Context: an optimization exercise on an open-source flow, tuned for small area, a short achievable clock period and few clock cycles per item. The choices shown serve that exercise and are no tape-out recipe.
Where RTL was checked, it was by simulation tests only, not by an equivalence proof against the original.
The clock port is modelled as an ideal driver; clocking choices that lean on that would not hold on a real chip.

Design dense_layer, start of the top module:
module dense_layer #(
    parameter int NUM_INPUTS    = 4,
    parameter int NUM_OUTPUTS   = 4,
    parameter int FP_TOTAL_BITS = 16,
    parameter int FP_FRAC_BITS  = 8
) (
    input  logic                                                      clk,
    input  logic                                                      reset,
    input  logic                                                      start,
    input  logic [NUM_INPUTS-1:0][FP_TOTAL_BITS-1:0]                  input_vector,
    input  logic [NUM_OUTPUTS-1:0][NUM_INPUTS-1:0][FP_TOTAL_BITS-1:0] weight_matrix,
    input  logic [NUM_OUTPUTS-1:0][FP_TOTAL_BITS-1:0]                 bias_vector,
    output logic [NUM_OUTPUTS-1:0][FP_TOTAL_BITS-1:0]                 layer_out,
    output logic                                                      busy,
    output logic                                                      done
);
    localparam logic [2:0] C_LAST = 3'd4;
    logic        r_busy, r_done;
    logic        r_shift;    
    logic        r_en;       
    logic [2:0]  r_cnt;
    logic [3:0][7:0] e_one, e_two, e_neg;    
    logic [7:0] e_one0, e_one1, e_one2, e_one3, e_two0, e_two1, e_two2, e_two3, e_neg0, e_neg1, e_neg2, e_neg3;
    assign {e_one3, e_one2, e_one1, e_one0} = e_one;
    assign {e_two3, e_two2, e_two1, e_two0} = e_two;
    assign {e_neg3, e_neg2, e_neg1, e_neg0} = e_neg;
  ...
For scale: about 4100 cells after synthesis, about 450 I/O pins, about 0.041 sq mm of cells after synthesis.
export LEC_CHECK = 0
export ABC_AREA = 1
export CAP_MARGIN = 20
export CORE_MARGIN = 2
export CORE_UTILIZATION = 40
export CTS_CLUSTER_DIAMETER = 120
export CTS_CLUSTER_SIZE = 24
export SETUP_SLACK_MARGIN = 5
export SLEW_MARGIN = 20
export SYNTH_HIERARCHICAL = 1
export SYNTH_MINIMUM_KEEP_SIZE = 0
export TNS_END_PERCENT = 0
create_clock -name core_clock -period 10.0 [get_ports {clk}]
standard.sh (not shown) runs the stock make flow with config.mk's settings and CLKGATE_MAP_FILE= SYNTH_SCRIPT=/design/flow/synth_recipe.tcl, a recipe that flattens the netlist after the stock synthesis.
==> flow/flow/run.sh <==
#!/bin/bash
# Own flow: the standard layout (standard.sh, unchanged synthesis), with
#  - port buffers of the smallest buffer cell instead of the default delay cell,
#  - the setup repair margin from flow/margin.txt and further ORFS make variables
#    from flow/extra.txt (one per line),
#  - after clock tree synthesis, one extra clock buffer in front of the pipeline registers
#    (pipe1*, which only talk to other registers) per clock leaf net, so that they are clocked
#    a little later: useful skew between the two register-to-register pipeline stages
#    (flow/skew.tcl). Input and output registers keep the clock tree as built.
# Every tool writes its full output to a log: make's to flow_cts.log and flow.log, the skew
# step's to skew.log, ORFS's own per-step logs under orfs/logs/.
set -uo pipefail
MARGIN=$(cat flow/margin.txt 2>/dev/null || echo 5)
EXTRA=()
if [[ -f flow/extra.txt ]]; then
  while IFS= read -r line; do [[ -n "$line" ]] && EXTRA+=("$line"); done < flow/extra.txt
fi
ARGS=("BUFFER_PORTS_ARGS=-buffer_cell sky130_fd_sc_hd__buf_1" "SETUP_SLACK_MARGIN=$MARGIN" "${EXTRA[@]}")
bash standard.sh cts "${ARGS[@]}" > flow_cts.log 2>&1 || exit 1
R=orfs/results/sky130hd/dense_layer/base
SKEW_IN=$R/4_cts.odb SKEW_OUT=$R/4_cts_skew.odb openroad -no_init -exit flow/skew.tcl > skew.log 2>&1 || exit 1
cp $R/4_cts_skew.odb $R/4_cts.odb
bash standard.sh finish "${ARGS[@]}" > flow.log 2>&1
rc=$?
cp -r orfs/logs flow_logs 2>/dev/null || true
exit $rc
==> flow/flow/skew.tcl <==
# Delay the clock of the pipeline registers (pipe1*, reg-to-reg only) by one clock buffer
# per clock leaf net that reaches them.
set in_odb $::env(SKEW_IN)
set out_odb $::env(SKEW_OUT)
read_db $in_odb
set db [ord::get_db]
set block [ord::get_db_block]
set groups [dict create]
foreach inst [$block getInsts] {
  if {[string match "pipe1*" [$inst getName]]} {
    set it [$inst findITerm CLK]
    dict lappend groups [[$it getNet] getName] $inst
  }
}
set i 0
dict for {nname insts} $groups {
  set net [$block findNet $nname]
  set n [llength $insts]
  if {$n <= 4} { set cell sky130_fd_sc_hd__clkbuf_4 } elseif {$n <= 14} { set cell sky130_fd_sc_hd__clkbuf_8 } else { set cell sky130_fd_sc_hd__clkbuf_16 }
  set buf [odb::dbInst_create $block [$db findMaster $cell] skew_buf_$i]
  set nn [odb::dbNet_create $block skew_clk_$i]
  $nn setSigType CLOCK
  # a small buffer in front adds a little more delay
  set pre [odb::dbInst_create $block [$db findMaster sky130_fd_sc_hd__clkbuf_2] skew_pre_$i]
  set pn [odb::dbNet_create $block skew_pre_clk_$i]
  $pn setSigType CLOCK
  [$pre findITerm A] connect $net
  [$pre findITerm X] connect $pn
  [$buf findITerm A] connect $pn
  [$buf findITerm X] connect $nn
  set sx 0; set sy 0; set n 0
  foreach inst $insts {
    set it [$inst findITerm CLK]
    $it disconnect
    $it connect $nn
    set loc [$inst getLocation]
    set sx [expr {$sx + [lindex $loc 0]}]; set sy [expr {$sy + [lindex $loc 1]}]; incr n
  }
  $buf setLocation [expr {$sx / $n}] [expr {$sy / $n}]
  $buf setPlacementStatus PLACED
  $pre setLocation [expr {$sx / $n}] [expr {$sy / $n}]
  $pre setPlacementStatus PLACED
  puts "skew: $nname -> skew_clk_$i ($cell) with $n flops"
  incr i
}
global_connect
detailed_placement
check_placement -verbose
write_db $out_odb
Other scripts of this flow, unchanged in this note and not shown: flow/flow/extra.txt, flow/flow/margin.txt
The baseline finished clean.
Edit:
--- a/flow/flow/skew.tcl
+++ b/flow/flow/skew.tcl
@@ -21,11 +21,5 @@
   set nn [odb::dbNet_create $block skew_clk_$i]
   $nn setSigType CLOCK
-  # a small buffer in front adds a little more delay
-  set pre [odb::dbInst_create $block [$db findMaster sky130_fd_sc_hd__clkbuf_2] skew_pre_$i]
-  set pn [odb::dbNet_create $block skew_pre_clk_$i]
-  $pn setSigType CLOCK
-  [$pre findITerm A] connect $net
-  [$pre findITerm X] connect $pn
-  [$buf findITerm A] connect $pn
+  [$buf findITerm A] connect $net
   [$buf findITerm X] connect $nn
   set sx 0; set sy 0; set n 0
@@ -39,6 +33,4 @@
   $buf setLocation [expr {$sx / $n}] [expr {$sy / $n}]
   $buf setPlacementStatus PLACED
-  $pre setLocation [expr {$sx / $n}] [expr {$sy / $n}]
-  $pre setPlacementStatus PLACED
   puts "skew: $nname -> skew_clk_$i ($cell) with $n flops"
   incr i
Result: Wire length barely changes; final cell count is about the same; non-clock buffer count drops by 9; via count hardly moves; final area hardly moves; setup slack got worse by 0.11 ns; die area stays the same; count of clock-buffer cells in the layout stays the same.
No run of this note included a check of the RTL's function; only the layout flow was run.


Another version of the RTL of dense_layer (not shown whole).
For scale: roughly 4100 cells after synthesis, about 670 flip-flops, ~450 I/O pins, roughly 42000 um^2 of cells after synthesis.
export LEC_CHECK = 0
export ABC_AREA = 1
export CAP_MARGIN = 20
export CORE_MARGIN = 2
export CORE_UTILIZATION = 40
export CTS_CLUSTER_DIAMETER = 120
export CTS_CLUSTER_SIZE = 22
export SETUP_SLACK_MARGIN = 5
export SLEW_MARGIN = 20
export SYNTH_HIERARCHICAL = 1
export SYNTH_MINIMUM_KEEP_SIZE = 0
create_clock -name core_clock -period 10.0 [get_ports {clk}]
==> flow/flow/run.sh <==
#!/bin/bash
# Own flow: the standard layout (standard.sh, unchanged synthesis), with
#  - port buffers of the smallest buffer cell instead of the default delay cell,
#  - a larger setup repair margin, so timing repair works towards a shorter period.
# Every tool writes its full output under orfs/logs/; make's own output goes to flow.log here.
set -uo pipefail
MARGIN=$(cat flow/margin.txt 2>/dev/null || echo 5)
bash standard.sh finish \
  "BUFFER_PORTS_ARGS=-buffer_cell sky130_fd_sc_hd__buf_1" \
  "SETUP_SLACK_MARGIN=$MARGIN" > flow.log 2>&1
rc=$?
cp -r orfs/logs flow_logs 2>/dev/null || true
exit $rc
==> flow/flow/margin.txt <==
5
Testbench counts at the start, summed over its fixed seeds: cycles 3,576, items 512.
Edit:
==> flow/flow/margin.txt (replaced) <==
6.3
CTS_CLUSTER_DIAMETER = not set   (was 120)
CTS_CLUSTER_SIZE = not set   (was 22)
Result:
- die area is unchanged
- synthesized area does not change
- first-iteration DRC count grows by 9.3%
- clock-buffer cell count grows by 60
- routed wire length went up by 5.2%
Edit:
==> flow/flow/margin.txt (replaced) <==
5
CTS_CLUSTER_DIAMETER = 150   (was not set)
CTS_CLUSTER_SIZE = 30   (was not set)
The new run completed without violations.
Routed wire length decreases by about 5.4%.
Setup slack degrades by 220 ps.
Clock-buffer cell count decreases by 73.
Via count decreases by 6.5%.
Edit:
CTS_CLUSTER_DIAMETER = not set   (was 150)
CTS_CLUSTER_SIZE = not set   (was 30)
=> The changed run finished clean; non-clock buffer count stays the same; first-iteration DRC count came out higher by a few percent; wire length climbs slightly; area after synthesis does not change; clock-buffer cell count is higher by 55; hold slack degrades by 12 ps.


dense_layer, a different RTL version from the one above (not shown whole).
For scale: ~4700 cells after synthesis, ~580 flip-flops, roughly 450 I/O pins, ~41000 um2 of cells after synthesis.
// dense_layer
module dense_layer #(
    parameter int NUM_INPUTS    = 4,
    parameter int NUM_OUTPUTS   = 4,
    parameter int FP_TOTAL_BITS = 16,
    parameter int FP_FRAC_BITS  = 8
) (
    input  logic                                                      clk,
    input  logic                                                      reset,
    input  logic                                                      start,
    input  logic [NUM_INPUTS-1:0][FP_TOTAL_BITS-1:0]                  input_vector,
    input  logic [NUM_OUTPUTS-1:0][NUM_INPUTS-1:0][FP_TOTAL_BITS-1:0] weight_matrix,
    input  logic [NUM_OUTPUTS-1:0][FP_TOTAL_BITS-1:0]                 bias_vector,
    output logic [NUM_OUTPUTS-1:0][FP_TOTAL_BITS-1:0]                 layer_out,
    output logic                                                      busy,
    output logic                                                      done
);
clock: 10.0 ns
lec_check: 0
abc_area: 1
cap_margin: 20
core_margin: 2
core_utilization: 40
slew_margin: 20
run.sh (not shown) runs the stock make flow with config.mk's settings and CLKGATE_MAP_FILE= SYNTH_SCRIPT=/design/flow/synth_recipe.tcl, a recipe that flattens the netlist after the stock synthesis.
Stock flow here: none of the scripts above is used.
The starting point completed without violations.
Then changed:
SETUP_SLACK_MARGIN = 5   (was not set)
The changed run produced a clean layout.
Synthesized area does not change.
Worst hold slack stays flat.
Final cell count came out higher slightly.
Final area is higher slightly.
Register-to-register slack gets better by 1.0 ns.
Sequential share of layout area went down by 0.48 points.
Setup slack is better by 1.0 ns.
Die area is unchanged.
Wire length came out higher slightly.
Maximum frequency grows by about a fifth.
Via count grows slightly.
No functional check of the RTL was part of any run of this note.

## what the ideal ports hide
No port has a modelled driver above. Below, the same layouts with a new extraction and two added sets of constraints.
Step 1 sets driving cells, clkbuf_16 on the clock port and buf_2 on the other inputs (assumed; they add their load-dependent delay and slew).
Step 2 times the ports against the registers' clock, not the clock port: input delays grow and output delays shrink by t, the midpoint of the rising clock arrivals with the driver on.
Slacks: ideal ports / drivers / drivers and shift; pairs: ideal ports / drivers.
| run | shift t [ns] | setup WS [ns] | latest minus earliest clock arrival (ns) |
|---|---|---|---|
| the first run of note 1 | 0.795 | 6.069 / 6.069 / 6.069 | 0.275 / 0.276 |
| the second run of note 1 | 0.746 | 5.958 / 5.958 / 5.958 | 0.177 / 0.177 |
| the first run of note 2 | 0.712 | 5.948 / 5.876 / 5.967 | 0.046 / 0.047 |
| the second run of note 2 | 0.718 | 6.144 / 6.144 / 6.144 | 0.039 / 0.039 |
| the third run of note 2 | 0.710 | 5.925 / 5.854 / 6.011 | 0.027 / 0.027 |
| the fourth run of note 2 | 0.730 | 5.949 / 5.872 / 5.992 | 0.026 / 0.025 |
| the first run of note 3 | 0.738 | 4.042 / 4.042 / 4.042 | 0.028 / 0.027 |
| the second run of note 3 | 0.734 | 5.089 / 5.089 / 5.089 | 0.025 / 0.025 |
After both steps every run listed still meets setup and hold.
